What follows belongs to an exercise in optimizing a design on an open flow for small area, a short achievable clock period and few clock cycles per item; a production flow would make more cautious choices. Function was checked by simulation only, so behaviour that the tests miss may differ from the original. No activity file was given, so power comes from the tool's default toggle rates.

Setup of v44:
Design arcball_rotation_quaternion_unit, start of the top module:
module arcball_rotation_quaternion_unit #(
  parameter int COORD_BITS = 12,
  parameter int FRAC_BITS  = 16
) (
  input  logic                   clk,
  input  logic                   rst,
  input  logic                   cfg_we,
  input  logic [CFG_INDEX_W-1:0] cfg_index,
  input  logic [CFG_DATA_W-1:0]  cfg_data,
  input  logic                   pointer_valid,
  output logic                   pointer_ready,
  input  logic                   pointer_action,
  input  logic [COORD_BITS-1:0]  pointer_x,
  input  logic [COORD_BITS-1:0]  pointer_y,
  output logic                   rotation_valid,
  input  logic                   rotation_ready,
  output logic [FRAC_BITS+1:0]   rot_x,
  output logic [FRAC_BITS+1:0]   rot_y,
  output logic [FRAC_BITS+1:0]   rot_z,
  output logic [FRAC_BITS+1:0]   rot_w
);
  localparam logic [17:0] ONE_O = 18'h10000;
  logic [17:0] scale_x, scale_y;
  logic [31:0] eps;
  logic        rq_v, rq_act;
  logic [11:0] rq_px, rq_py;
  logic [3:0]  cnt;
  logic        m_v, m_act, s_v, s_act, d_v, d_act, d_out, b_v, b_out;
  logic        eps_pend;
  logic [3:0]  ec;
  logic        ovalid;
  logic        bigf;
  logic        outside;
  logic        mx_s, my_s, mx_lt, my_lt, mx_gt, my_gt;
  logic [17:0] mx_m, my_m;
  logic        sx_s, sy_s;
  ...
==> flow/config.mk <==
export PLATFORM = sky130hd
export DESIGN_NAME = arcball_rotation_quaternion_unit
export DESIGN_NICKNAME = arcball_rotation_quaternion_unit
export VERILOG_FILES = /design/flow/design.v
export SDC_FILE = /design/flow/constraint.sdc
export NUM_CORES = 4
export LEC_CHECK = 0
export CAP_MARGIN = 20
export CORE_MARGIN = 2
export CORE_UTILIZATION = 60
export SLEW_MARGIN = 20
==> flow/constraint.sdc <==
create_clock -name core_clock -period 12.5 [get_ports {clk}]
set_input_delay 2.5000 -clock core_clock [delete_from_list [all_inputs] [get_ports {clk}]]
set_output_delay 2.5000 -clock core_clock [all_outputs]
set_load 0.01 [all_outputs]
standard.sh (not shown) runs the stock make flow with config.mk's settings and CLKGATE_MAP_FILE= SYNTH_SCRIPT=/design/flow/synth_recipe.tcl, a recipe that flattens the netlist after the stock synthesis.
==> flow/flow/run.sh <==
#!/bin/bash
set -euo pipefail
export SETUP_SLACK_MARGIN=7
bash standard.sh finish > run_standard.log 2>&1
Having completed the whole flow, v44 delivered a layout that passed the timing, DRC and antenna checks.
Testbench counts of v44, summed over its fixed seeds: cycles 36,607, items 2,880.
Here is what was changed in the inputs of v48 compared with v44.
Settings: changing CORE_UTILIZATION from 60 to 65.
--- outcome ---
- Core outline area is lower on v48
- Of the two candidates, v44 has the worse final area and v48 the better one.
- v48 vs v44: post-CTS setup-driven buffer insertion count up by a few percent
- Looking at least setup slack across all paths after layout across v48 and v44, the one that comes out higher is v48.
- v48 does better than v44 on time the final worst path needs with I/O delays and setup.
- In the metrics for v48 and v44, the one carrying the lower power share of the combinational group is v44.
- v48 does worse than v44 on first-iteration DRC count.
- v48 against v44; average vias per placed instance is up slightly.
--- input diff v48..v25 ---
Settings: CORE_UTILIZATION: 65 -> 55.
==> comparison <==
- Looking at time the final worst path needs with I/O delays and setup, v25 sits 150 ps lower than v48 does.
- v48 has higher sequential fraction of total cell area than v25.
- Depth of the worst register-to-register path: v25 vs v48 identical
- In v25, met3 layer usage reported by global route is lower than in v48.
- Compared with v48, v25 shows a latest clock arrival within the worst-skew pair that is 40 ps higher.
- Re flip-flop and latch count: no difference whatsoever between v25 and v48.
- Between v25 and v48, combined global-route utilization of all metal layers is higher for v48, v25 comes in under that.
- v48 → v25: number of antenna violations at the first check in global routing climbed 3; max capacitance violation total was more or less identical; non-clock buffer count now sits higher.
- Compared v25 vs v48, and synthesis-to-layout area growth is up in v25.
## Diff of input files: v12 against v25
Settings: putting CTS_BUF_LIST at sky130_fd_sc_hd__clkbuf_4 sky130_fd_sc_hd__clkbuf_8 where nothing was set; putting CTS_CLUSTER_SIZE at 16 where nothing was set.
==> flow/flow/run.sh <==
#!/bin/bash
set -euo pipefail
export SETUP_SLACK_MARGIN=6.5
bash standard.sh finish > run_standard.log 2>&1
==> comparison <==
Delta (v12 minus v25): detailed-routing wirelength on met1 went down 280 um, area growth from synthesis to final layout went down 2.0 points, fraction of the mapped netlist area in compound gates held, first-pass iteration count of the detailed router went down 1, number of cells on the critical path went down 1. NOTE: non-clock buffer share of cell area in v12 falls short of that of v25. v12 vs. v25: clock slew seen by the registers of the worst setup and hold paths about even, non-clock buffer count down 72, clock period minus worst slack picked up an extra 430 ps.


## pepper
Starting RTL as in the previous note.
Settings: LEC_CHECK=0, CAP_MARGIN=20, CORE_MARGIN=2, CORE_UTILIZATION=40, SLEW_MARGIN=20; clock period 12.5 ns.
==> flow/flow/run.sh <==
#!/bin/bash
set -euo pipefail
export SETUP_SLACK_MARGIN=6
bash standard.sh finish > run_standard.log 2>&1
The final layout from pepper, which completed every stage, passed the timing, DRC and antenna checks at the end of the flow.
Testbench counts of pepper, summed over its fixed seeds: cycles 36,607, items 2,880.
--- input diff pepper..cedar ---
# pepper
export LEC_CHECK = 0
export CAP_MARGIN = 20
export CORE_MARGIN = 2
export CORE_UTILIZATION = 40
export SLEW_MARGIN = 20
create_clock -name core_clock -period 12.5 [get_ports {clk}]
# cedar
export LEC_CHECK = 0
export CAP_MARGIN = 20
export CORE_MARGIN = 2
export CORE_UTILIZATION = 65
export SLEW_MARGIN = 20
create_clock -name core_clock -period 12.5 [get_ports {clk}]
==> flow/flow/run.sh <==
#!/bin/bash
set -euo pipefail
export SETUP_SLACK_MARGIN=6.5
bash standard.sh finish > run_standard.log 2>&1
--- outcome ---
Lower count of TritonRoute iterations in the first routing pass goes to pepper over cedar.
Utilization was lower in pepper than in cedar.
Setup WNS pepper -> cedar: better
pepper → cedar: met3 track demand over resource moved up, overall power consumption fell 1.3%.
Modified inputs, garnet compared to cedar
# cedar
export LEC_CHECK = 0
export CAP_MARGIN = 20
export CORE_MARGIN = 2
export CORE_UTILIZATION = 65
export SLEW_MARGIN = 20
create_clock -name core_clock -period 12.5 [get_ports {clk}]
# garnet
export LEC_CHECK = 0
export CAP_MARGIN = 20
export CORE_MARGIN = 2
export CORE_UTILIZATION = 55
export SLEW_MARGIN = 20
create_clock -name core_clock -period 12.5 [get_ports {clk}]
### Flow results
Taking cedar as the reference, in garnet routed wire length went up 4.3%; actual transition at the worst max-transition pin lower. cedar → garnet: post-layout total power now larger; chip height now larger; power of the sequential group comparable; internal power contribution now larger. cedar -> garnet: number of logic inverters in the finished layout delta 0, exact match. Of garnet and cedar, it is garnet that has the lower number of gates on the worst path with buffers counted. Least setup slack across all paths after layout: garnet better than cedar. Summary of garnet over cedar: ratio of routed vias to standard cells down about 4%, maximum achievable frequency rose by about 1.5%.
Input-level comparison between juniper and garnet:
# garnet
export LEC_CHECK = 0
export CAP_MARGIN = 20
export CORE_MARGIN = 2
export CORE_UTILIZATION = 55
export SLEW_MARGIN = 20
create_clock -name core_clock -period 12.5 [get_ports {clk}]
# juniper
export LEC_CHECK = 0
export CAP_MARGIN = 20
export CORE_MARGIN = 2
export CORE_UTILIZATION = 55
export PLACE_DENSITY = 0.7
export SLEW_MARGIN = 20
create_clock -name core_clock -period 12.5 [get_ports {clk}]
==> flow/flow/run.sh <==
#!/bin/bash
set -euo pipefail
export SETUP_SLACK_MARGIN=7
bash standard.sh finish > run_standard.log 2>&1
Notes after the runs:
There was hardly any difference in non-clock inverter instance count of the final layout between garnet and juniper. Sequential share of layout area in juniper is 0.62 points below garnet. Taking garnet as the reference, in juniper final instance area picked up an extra 2.0%, sum of routed wire length over all layers lost about 0.5%, share of final layout cell area taken by clock buffers and inverters lost 0.65 points. juniper against garnet: post-route worst setup slack moved up; cell count went up; proportion of power drawn by the clock network fell 1.8 points; global-route usage down 0.68 points. Going from garnet to juniper, layout cell share with drive strength beyond 1 now larger; wire length on met1 decreased 3100 µm.
diff inputs: juniper => sierra
# juniper
export LEC_CHECK = 0
export CAP_MARGIN = 20
export CORE_MARGIN = 2
export CORE_UTILIZATION = 55
export PLACE_DENSITY = 0.7
export SLEW_MARGIN = 20
create_clock -name core_clock -period 12.5 [get_ports {clk}]
# sierra
export LEC_CHECK = 0
export CAP_MARGIN = 20
export CORE_MARGIN = 2
export CORE_UTILIZATION = 55
export SLEW_MARGIN = 20
create_clock -name core_clock -period 12.5 [get_ports {clk}]
==> flow/flow/run.sh <==
#!/bin/bash
set -euo pipefail
export SETUP_SLACK_MARGIN=7.5
bash standard.sh finish > run_standard.log 2>&1
==> summary.txt <==
Slew of the pin with the lowest slew margin: sierra < juniper
Cell area | sierra vs juniper | sierra larger
sierra finished end to end and its layout was clean on timing, DRC and antenna.
Diff juniper -> sierra: global placer's final weighted congestion fell by 0.015, wire length now larger.

==> re-timing with driven ports <==
Ports are ideal in the flow. The routed layouts listed here were re-timed in OpenROAD. Step 1: set_driving_cell puts a clkbuf_16 on clk and a buf_2 on each other input, an assumption about the parent block. Step 2, shift: input delay + t, output delay - t, t = (earliest + latest rising clock arrival at the registers) / 2. This alone moves slack from input paths to output paths. a / b / c = no drivers / after step 1 / after step 2; a / b = the first two.
| run | t, ns | setup slack, ns | slew at the worst register clock pin (ns) | worst slew at a driven data input, ns |
|---|---|---|---|---|
| v44 | 0.694 | 6.896 / 6.896 / 6.896 | 0.07 / 0.07 | 0.08 |
| v48 | 0.693 | 6.900 / 6.900 / 6.870 | 0.07 / 0.07 | 0.06 |
| v25 | 0.722 | 7.046 / 7.046 / 6.767 | 0.07 / 0.07 | 0.05 |
| v12 | 0.811 | 6.621 / 6.621 / 6.621 | 0.07 / 0.07 | 0.06 |
| pepper | 0.729 | 6.115 / 6.115 / 6.115 | 0.07 / 0.07 | 0.05 |
| cedar | 0.690 | 6.559 / 6.559 / 6.559 | 0.07 / 0.07 | 0.06 |
| garnet | 0.715 | 6.650 / 6.650 / 6.650 | 0.07 / 0.07 | 0.06 |
| juniper | 0.692 | 6.985 / 6.985 / 6.890 | 0.06 / 0.06 | 0.06 |
| sierra | 0.718 | 6.986 / 6.986 / 6.981 | 0.07 / 0.07 | 0.07 |
After both steps setup and hold are still met in every run listed. For v25, which loses most, drivers alone change the setup slack by 0.000 ns; drivers and shift together by -0.279 ns.
